Source: an optimization exercise on an open RTL-to-GDS flow (aim: small area and a short achievable clock period). Production flows keep margins and buffers that such runs may drop.
The RTL was checked by simulation tests, not by an equivalence proof against the original design.
Power is estimated from default activity; no workload was simulated.

==> flow/design.v (excerpt) <==
module alu_result_stream (
  input  logic       clk,
  input  logic       reset,
  input  logic       clear,
  input  logic       wr_en,
  input  logic [7:0] wr_o,
  input  logic       wr_zr,
  input  logic       wr_ng,
  output logic       wr_full,
  output logic       overflow,
  output logic [7:0] count,
  output logic       rd_valid,
  input  logic       rd_ready,
  output logic [7:0] rd_o,
  output logic       rd_zr,
  output logic       rd_ng,
  output logic [4:0] rd_func,
  output logic [3:0] rd_opnd,
  output logic       rd_last
);
  localparam int ROWS = 18;
  localparam int COLS = 10;
  localparam logic [ROWS-1:0] C_ROW0 = ~(ROWS'(1));
  localparam logic [COLS-1:0] C_COL0 = ~(COLS'(1));
  logic [9:0]      r_mem [ROWS][COLS];
  logic [ROWS-1:0] r_wrow_n;    
  logic [COLS-1:0] r_wcol_n;
  logic [ROWS-1:0] r_rrow_a;    
  logic [ROWS-1:0] r_rrow_b;    
  logic [COLS-1:0] r_rcol;
  logic [7:0]      r_count;
  logic [4:0]      r_func;
  logic [3:0]      r_opnd;
  logic            r_ovf;
  logic            r_full;
  logic            r_valid;
  logic            r_last;
  logic [9:0]      r_head;      
  logic            w_acc, w_pop;
  logic [9:0]      w_din;
  logic [9:0]      w_next;      
  assign w_din  = {wr_zr, wr_ng, wr_o};
  assign w_acc  = wr_en && !r_full;
  assign w_pop  = r_valid && rd_ready;
  logic [COLS-1:0] w_wcol_n;
  assign w_wcol_n = r_wcol_n | {COLS{r_full}};
  for (genvar r = 0; r < ROWS; r++) begin : g_wr
    for (genvar c = 0; c < COLS; c++) begin : g_wc
      if (r < ROWS - 1 || c < COLS - 1) begin : g_slot
        always_ff @(posedge clk) begin
          if (!(r_wrow_n[r] || w_wcol_n[c])) begin
  ...
clock: 5.5 ns
lec_check: 0
cap_margin: 40
core_margin: 2
core_utilization: 65
cts_buf_list: sky130_fd_sc_hd__clkbuf_16
cts_cluster_diameter: 150
cts_cluster_size: 25
setup_slack_margin: 2.9
slew_margin: 40
run.sh (not shown) runs the stock make flow with config.mk's settings and CLKGATE_MAP_FILE= SYNTH_SCRIPT=/design/flow/synth_recipe.tcl, a recipe that flattens the netlist after the stock synthesis.
The baseline finished clean.
==> next run, changes <==
- CAP_MARGIN: 40 -> 30
- CORE_UTILIZATION: 65 -> 70
- CTS_CLUSTER_SIZE: 25 -> 30
- SETUP_SLACK_MARGIN: 2.9 -> 3.0
- SLEW_MARGIN: 40 -> 30
Result: Worst setup slack gains 0.090 ns. Hold slack gets worse by 0.012 ns. Wire length climbs by 0.80%. Flip-flop and latch count is unchanged. First-iteration DRC count shrinks by about 0.7%. Sequential share of layout area is lower by 0.21 points. Synthesized cell count is unchanged. Total power falls by 1.7%.

* * *

Another version of the RTL of alu_result_stream (not shown whole).
For scale: ~4100 cells after synthesis, about 1900 flip-flops, ~0.071 mm² of cells after synthesis.
Settings: LEC_CHECK=0, CAP_MARGIN=30, CORE_MARGIN=2, CORE_UTILIZATION=70, CTS_BUF_LIST=sky130_fd_sc_hd__clkbuf_16, CTS_CLUSTER_DIAMETER=150, CTS_CLUSTER_SIZE=27, SETUP_SLACK_MARGIN=3.2, SLEW_MARGIN=30, TNS_END_PERCENT=10; clock period 5.5 ns.
Rerun with:
- TNS_END_PERCENT: 10 -> not set
Effect: The new run finished with timing, DRC and antenna clean. Via count goes up by about 1%. Utilization climbs by 1.8 points. Clock skew barely changes. Count of clock-buffer cells in the layout is unchanged. Combinational power went up by about 7%. Cell area goes up by 2.3%. Global-route usage hardly moves. Die area does not change. Synthesized area is unchanged. Wire length climbs by 1.6%. Setup slack barely changes.

* * *

## v22
alu_result_stream, a different RTL version from the one above (not shown whole).
Size in the first run: roughly 3900 cells after synthesis, about 1900 flip-flops, ~46 I/O pins.
export LEC_CHECK = 0
export CAP_MARGIN = 20
export CORE_MARGIN = 2
export CORE_UTILIZATION = 40
export SLEW_MARGIN = 20
create_clock -name core_clock -period 5.5 [get_ports {clk}]
Setup changes, v22 to v46
- SETUP_SLACK_MARGIN now 3.2, previously not set
==> notes.md <==
Compared with v22, in v46 overall routed net length went up, share of the final layout cell area in sequential cells lower, post-route non-filler standard cell count saw an increase.
Setup changes, v46 to v41
- CORE_UTILIZATION now 60, was 40
- SETUP_SLACK_MARGIN now 3.4, was 3.2
- CTS_BUF_LIST now sky130_fd_sc_hd__clkbuf_16, previously not set
- CTS_CLUSTER_SIZE now 25, previously not set
- CTS_CLUSTER_DIAMETER now 150, previously not set
==> notes.md <==
| minimum clock period | higher: v46 |
v41 did not stop at any stage, and its layout met the timing, DRC and antenna checks.
Compared with v46, v41 is more frugal on power.
v46 -> v41: maximum number of pins on one net before global-route repair increased by a few percent
Number of endpoints failing setup at the final stage came out exactly the same in v41 and v46.

afterwards: timing with drivers on the ports:
The flow's constraints put no driver on any port. The routed layouts listed below were extracted and timed again, unchanged, in two steps. Step 1, drivers: a clkbuf_16 drives clk and a buf_2 each remaining input, both assumed. Step 2 moves the port delays by t, midway between the first and last clock arrival at a register: inputs arrive t later, outputs are due t later. That takes back most of the time a late clock gives input paths. a / b / c = ideal / step 1 / step 2; a / b = the first two.
run | t (ns) | setup WS [ns] | worst hold slack (ns) | clock arrival spread, ns | cell pins on the clock port's net
the first run of note 1 | 0.780 | 2.858 / 2.841 / 2.209 | 0.447 / 0.438 / 0.507 | 0.034 / 0.033 | 1
the second run of note 1 | 0.762 | 2.948 / 2.930 / 2.367 | 0.436 / 0.420 / 0.521 | 0.073 / 0.073 | 1
the first run of note 2 | 0.770 | 2.962 / 2.891 / 2.254 | 0.440 / 0.449 / 0.527 | 0.048 / 0.048 | 1
the second run of note 2 | 0.763 | 2.964 / 2.906 / 2.423 | 0.450 / 0.478 / 0.521 | 0.050 / 0.050 | 1
v22 | 0.893 | 2.292 / 2.292 / 1.911 | 0.278 / 0.225 / 0.503 | 0.032 / 0.032 | 1
v46 | 0.901 | 2.619 / 2.619 / 2.491 | 0.381 / 0.324 / 0.595 | 0.034 / 0.034 | 1
v41 | 0.788 | 2.650 / 2.650 / 2.477 | 0.237 / 0.187 / 0.529 | 0.034 / 0.035 | 1
After both steps every run listed still meets setup and hold. For the first run of note 2, which loses most, drivers alone change the setup slack by -0.071 ns; drivers and shift together by -0.708 ns.
